Context: an optimization exercise on an open-source flow, tuned for small area, a short achievable clock period and few clock cycles per item. The choices shown serve that exercise and are no tape-out recipe.
In this exercise RTL edits were held to simulation tests only and were not proved equivalent to the original.
No activity file was given, so power comes from the tool's default toggle rates.

[flow/run.sh]
#!/bin/bash
# synth_recipe.tcl (not shown) runs the flow's synth.tcl, then flattens the netlist and writes it again
# the make line also repeats each setting of config.mk as NAME=value (left out here)
make -C /OpenROAD-flow-scripts/flow DESIGN_CONFIG=/design/flow/config.mk WORK_HOME=/design/flow/orfs CLKGATE_MAP_FILE= SYNTH_SCRIPT=/design/flow/synth_recipe.tcl finish
[flow/design.v]
package router_pkg;
    localparam int num_ports = 5;
    localparam int port_width = $clog2(num_ports);
    localparam int coord_width = 2;
    localparam int payload_width = 16;
    localparam int fifo_depth = 4;
    localparam int fifo_ptr_width = $clog2(fifo_depth);
    localparam int fifo_count_width = $clog2(fifo_depth + 1);
    localparam logic [port_width-1:0] port_central = 3'd0;
    localparam logic [port_width-1:0] port_north   = 3'd1;
    localparam logic [port_width-1:0] port_south   = 3'd2;
    localparam logic [port_width-1:0] port_east    = 3'd3;
    localparam logic [port_width-1:0] port_west    = 3'd4;
    localparam logic [1:0] st_poll  = 2'd0;
    localparam logic [1:0] st_route = 2'd1;
    localparam logic [1:0] st_send  = 2'd2;
    localparam int flit_width = 2 * coord_width + payload_width;
endpackage
`timescale 1ns/1ps
`timescale 1ns/1ps
module route_decode #(
    parameter logic [router_pkg::coord_width-1:0] local_x = '0,
    parameter logic [router_pkg::coord_width-1:0] local_y = '0
) (
    input  logic [router_pkg::flit_width-1:0] flit,
    output logic [router_pkg::port_width-1:0] out_port
);
    always_comb
    begin
        if (flit[17:16] > local_y)
        begin
            out_port = router_pkg::port_south;
        end
        else if (flit[17:16] < local_y)
        begin
            out_port = router_pkg::port_north;
        end
        else if (flit[19:18] > local_x)
        begin
            out_port = router_pkg::port_east;
        end
        else if (flit[19:18] < local_x)
        begin
            out_port = router_pkg::port_west;
        end
        else
        begin
            out_port = router_pkg::port_central;
        end
    end
endmodule
`timescale 1ns/1ps
module switch_execute (
    input  logic                               clk_if,
    input  logic                               reset,
    input  logic [router_pkg::num_ports-1:0]   req,
    input  logic [router_pkg::num_ports-1:0][router_pkg::flit_width-1:0] in_flit,
    output logic [router_pkg::num_ports-1:0]   cur,
    output logic                               out_valid,
    output logic [router_pkg::flit_width-1:0]  out_flit,
    input  logic                               out_ready
);
    localparam int np = router_pkg::num_ports;
    logic [np-1:0] cand;
    logic [np-1:0] pick;
    assign out_valid = |(req & cur);
    always_comb
    begin
        out_flit = '0;
        for (int p = 0; p < np; p++)
        begin
            out_flit = out_flit | (in_flit[p] & {router_pkg::flit_width{cur[p]}});
        end
    end
    assign cand = req & ~cur;
    always_comb
    begin
        pick = '0;
        for (int c = 0; c < np; c++)
        begin
            if (cur[c])
            begin
                for (int k = np - 1; k >= 1; k--)
                begin
                    if (cand[(c + k) % np])
                    begin
                        pick = '0;
                        pick[(c + k) % np] = 1'b1;
                    end
                end
            end
        end
    end
    always_ff @(posedge clk_if)
    begin
        if (reset)
        begin
            cur <= np'(1);
        end
        else if (!(out_valid && !out_ready) && (cand != '0))
        begin
            cur <= pick;
        end
    end
endmodule
`timescale 1ns/1ps
module router #(
    parameter logic [router_pkg::coord_width-1:0] local_x = '0,
    parameter logic [router_pkg::coord_width-1:0] local_y = '0
) (
    input  logic                               clk_if,
    input  logic                               reset,
    input  logic [router_pkg::num_ports-1:0]   in_valid,
    input  logic [router_pkg::num_ports-1:0][router_pkg::flit_width-1:0]                  in_flit,
    output logic [router_pkg::num_ports-1:0]   in_ready,
    output logic [router_pkg::num_ports-1:0]   out_valid,
    output logic [router_pkg::num_ports-1:0][router_pkg::flit_width-1:0]                  out_flit,
    input  logic [router_pkg::num_ports-1:0]   out_ready
);
    localparam int np = router_pkg::num_ports;
    logic [np-1:0][np-1:0] dir;
    logic [np-1:0][np-1:0] req;
    logic [np-1:0][np-1:0] cur;
    for (genvar p = 0; p < np; p++)
    begin : gen_in
        logic [router_pkg::port_width-1:0] port;
        route_decode #(
            .local_x (local_x),
            .local_y (local_y)
        ) u_decode (
            .flit     (in_flit[p]),
            .out_port (port)
        );
        for (genvar o = 0; o < np; o++)
        begin : gen_dir
            assign dir[p][o] = (port == router_pkg::port_width'(o));
            assign req[o][p] = in_valid[p] & dir[p][o];
        end
        always_comb
        begin
            in_ready[p] = 1'b0;
            for (int o = 0; o < np; o++)
            begin
                in_ready[p] = in_ready[p] | (dir[p][o] & cur[o][p] & out_ready[o]);
            end
        end
    end
    for (genvar o = 0; o < np; o++)
    begin : gen_out
        switch_execute u_out (
            .clk_if    (clk_if),
            .reset     (reset),
            .req       (req[o]),
            .in_flit   (in_flit),
            .cur       (cur[o]),
            .out_valid (out_valid[o]),
            .out_flit  (out_flit[o]),
            .out_ready (out_ready[o])
        );
    end
endmodule
`timescale 1ns/1ps
module noc_router (
    input  logic          clk_if,
    input  logic          reset,
    input  logic [4:0]    in_valid,
    input  logic [99:0]   in_flit,
    output logic [4:0]    in_ready,
    output logic [4:0]    out_valid,
    output logic [99:0]   out_flit,
    input  logic [4:0]    out_ready
);
    logic [router_pkg::num_ports-1:0][router_pkg::flit_width-1:0] in_flit_a;
    logic [router_pkg::num_ports-1:0][router_pkg::flit_width-1:0] out_flit_a;
    for (genvar p = 0; p < router_pkg::num_ports; p++)
    begin : gen_flat
        assign in_flit_a[p] = in_flit[p*20 +: 20];
        assign out_flit[p*20 +: 20] = out_flit_a[p];
    end
    router #(
        .local_x (2'd1),
        .local_y (2'd1)
    ) u_router (
        .clk_if    (clk_if),
        .reset     (reset),
        .in_valid  (in_valid),
        .in_flit   (in_flit_a),
        .in_ready  (in_ready),
        .out_valid (out_valid),
        .out_flit  (out_flit_a),
        .out_ready (out_ready)
    );
endmodule
[flow/constraint.sdc]
create_clock -name core_clock -period 6.0 [get_ports {clk_if}]
set_input_delay 1.2000 -clock core_clock [delete_from_list [all_inputs] [get_ports {clk_if}]]
set_output_delay 1.2000 -clock core_clock [all_outputs]
set_load 0.01 [all_outputs]
[flow/config.mk]
export PLATFORM = sky130hd
export DESIGN_NAME = noc_router
export DESIGN_NICKNAME = noc_router
export VERILOG_FILES = /design/flow/design.v
export SDC_FILE = /design/flow/constraint.sdc
export NUM_CORES = 4
export LEC_CHECK = 0
export CAP_MARGIN = 20
export CORE_MARGIN = 2
export CORE_UTILIZATION = 40
export SLEW_MARGIN = 20
==> summary.txt <==
Status = no timing/DRC/antenna violations
Sequential share of the synthesized area = 9.718%
Async SR Flop Fraction = 0%
Area growth syn-to-layout = 42.52%
Setup_tns = 0 ns
CTS resizes = 0
Top cells by area, synth = a222oi_1 (19%), a22oi_1 (15%), nand2_1 (10%)
Syn Area/Cell = 6.885 um^2
Core region area = 12620 um^2
Ant diodes = 0
DR pass1 iterations = 14
Congestion Overflow GR = 0
Die height = 117.5 um
Post-synth top area cell = a222oi_1
XOR/XNOR share of the synthesized area = 0%
Synth top area share = 19.05%
Number of synthesized flops with an enable pin = 0
Biggest register = u_router.gen_out.u_out.cur
Vias post-DR = 7906
Starting DRC count in detailed routing = 2260
Biggest regs = u_router.gen_out.u_out.cur x25
Die Span X = 117.5 um
Clock Latency Late Sink = 0.27 ns
Top FF cell, synth = dfxtp_1
CTS tree = built
Fmax = 209.4 MHz
Hold_buf cts = 0
Num CTS Buffers = 3
Leak = 2.572 nW
I/O Buffers = 221
Maximum buffer depth of the clock tree = 2
Max reg flops = 25
Routed Antenna Nets = 0
Clock slew at the register clock pins of the worst setup and hold paths = 0.07 ns
Layout cells sized above 1 = 6.271%
Worst endpoint required time = 4.80 ns
Placer Congestion = 0.9437
Post-route cell area = 7340 um^2
FF-to-FF path depth = 5
Hold crit path type = reg2reg
Die Area = 13800 um^2
Vias in the first global route = 7439
Drt wl/cell = 26.92 um
Hold Path Origin = u_router.gen_out[2].u_out.cur[2]
Combinational family with the most area after synthesis = compound AO/OA/AOI/OAI gates
Hold Path Depth = 2
Placed Area = 7261 um^2
Slew HR = 17.83%
Dpl cells = 1061
Row Count = 41
Distinct cells, synth = 81
Aggregate global-route resource usage = 38.36%
Worst setup EP type = output port
Yosys Warn Count = 3
Post-Route WL = 28.67 mm
DR DRC count = 0
Max-cap violations = 0
Hpwl dp = 18.89 mm
Crit Path Class = in2out
Cells after Synth = 748
R2R Path Start = u_router.gen_out[2].u_out.cur[0]
Nets = 1006
Post-synthesis compound-gate area fraction = 51.65%
Initial core utilization = 40.81%
Worst-Margin Slew = 1.231 ns
Fin crit share = 79.59%
Post-synthesis mux area share = 0.9961%
First-pass GRT wire length = 42.64 mm
FF-to-FF setup slack = 3.36 ns
Initial antenna violation count = 0
Fin Clk Skew = 0.003614 ns
Drt via density = 7.423
#FFs+latches synth = 25
Mapped cell area = 5150 um^2
Final Setup Violations = 0
Pwr per Cell Area = 147.6 nW/um^2
Adder-Cell Fraction of Synth Area = 0%
Reg-to-reg endpoint = u_router.gen_out[2].u_out.cur[0]
Net Count, Synth = 860
Fin cells = 1065
I/O Pins = 222
Startpoint types = input port
Largest net degree at the start of global routing = 32
Hold Path Sink = u_router.gen_out[2].u_out.cur[2]
Endpoints failing hold = 0
Core Util, Final = 58.16%
Max H-tree Level = 1
# Post-CTS Setup Buffers = 0
CTS Root Cell = clkbuf_16
Simple-gate share of the synthesized area = 27.11%
CP max FO = 12
Critical path arrival = 3.58 ns
Clk sinks = 25
RSZ-0062 raised after global routing = false
Final Slew Violations = 0
Max VDD drop = 0.1102 mV
Min Hold Slack = 0.6343 ns
Final min period = 4.775 ns
Critical Path Source = in_flit[56]
-- cells by family after synthesis --
logic type | Yosys count
muxes | 5
DFF | 25
AOI/OAI and AO/OA | 326
buffers and inverters | 115
and+or+nand+nor | 277
-- placed cells by master, fill, tap and decap left out, drive strengths merged, types with 6 or more instances in the layout --
master / n
nor3: 19
nand3: 22
nor2: 32
a211oi: 6
dfxtp: 25
nand2b: 6
a222oi: 98
a21oi: 30
nand2: 140
clkdlybuf4s50: 221
o21ai: 35
inv: 9
a31oi: 12
a22oi: 102
buf: 25
-- area by class of cell --
| type | count | area [um^2] |
|---|---|---|
| tap | 172 | 215.2 |
| inverter | 10 | 37.54 |
| multi-input combinational | 608 | 4108 |
| sequential | 25 | 500.5 |
| fill | 1199 | 5280 |
| timing repair buffer | 246 | 2400 |
| clock buffer | 4 | 78.83 |
-- synth_stat cells, drive strengths merged, types with 5 or more instances --
| library cell | count |
|---|---|
| a2111oi | 5 |
| nor4 | 5 |
| nand3 | 22 |
| buf | 37 |
| o21ai | 35 |
| nand3b | 5 |
| clkbuf | 68 |
| a222oi | 98 |
| nand2 | 140 |
| a31oi | 12 |
| nor2b | 5 |
| a22oi | 102 |
| nor3 | 19 |
| nand2b | 6 |
| a21oi | 30 |
| nor2 | 32 |
| a211oi | 6 |
| or3 | 5 |
| dfxtp | 25 |
| nand4 | 5 |
| inv | 9 |
-- stage by stage --
step	total power, mW	setup slack, ns
6_report	1.084	1.225
4_1_cts	1.065	1.292
3_3_place_gp	0.8999	1.363
5_1_grt	1.122	1.174
3_5_place_dp	0.9026	1.302
2_1_floorplan	0.5203	2.509
-- worst max path at each step --
stage,to,slack (ns)
global route,out_valid[4],1.17
global placement,out_valid[0],1.36
floorplan,out_valid[0],2.51
finish,out_valid[4],1.22
CTS,out_valid[4],1.29
detailed placement,out_valid[4],1.30
-- worst max-delay path: stages --
cell and delay (ns):
clkdlybuf4s50_1 0.76, nand3b_1 0.34, nor3_1 0.47, a21oi_2 0.15, nand3_1 0.12, clkdlybuf4s50_1 0.54
-- routing by layer --
layer  GRT usage, %  up-vias  share of wire, %
li1               -     3366                 -
met1          50.30     3613                37
met2          61.22      807                45
met3          7.607      120                14
met4          16.57        0               4.1
met5              0        -                 0
-- power breakdown --
group          internal (mW)  switching (mW)  leakage (nW)  total [mW]
clock                 0.0915          0.0710        0.0382       0.162
combinational          0.355           0.359          2.33       0.714
sequential             0.174          0.0328         0.204       0.207
total                  0.620           0.463          2.57        1.08
Testbench counts, summed over its fixed seeds: cycles 2,502, items 4,800.

## what the ideal ports hide
In the flow no input, the clock included, has a driving cell. The finished layout below was timed again as built, in two steps.
Step 1 (the two cells are an assumption about what drives the block):
set clk [get_ports {clk_if}]
set_driving_cell -lib_cell sky130_fd_sc_hd__clkbuf_16 $clk
set_driving_cell -lib_cell sky130_fd_sc_hd__buf_2 [delete_from_list [all_inputs] $clk]
Step 2 also shifts input and output timing later by t, the mid clock arrival at the registers, as if the neighbouring blocks saw the same clock.
Three values: no drivers, after step 1, after step 2; two values: the first two.
t, ns: 0.306
setup slack, ns: 1.225 / 1.198 / 1.198
hold WS [ns]: 0.634 / 0.634 / 0.634
worst setup path after step 2: input to output
After both steps this run still meets setup and hold. The setup slack of this run moves by -0.027 ns with the drivers and by -0.027 ns with both steps.
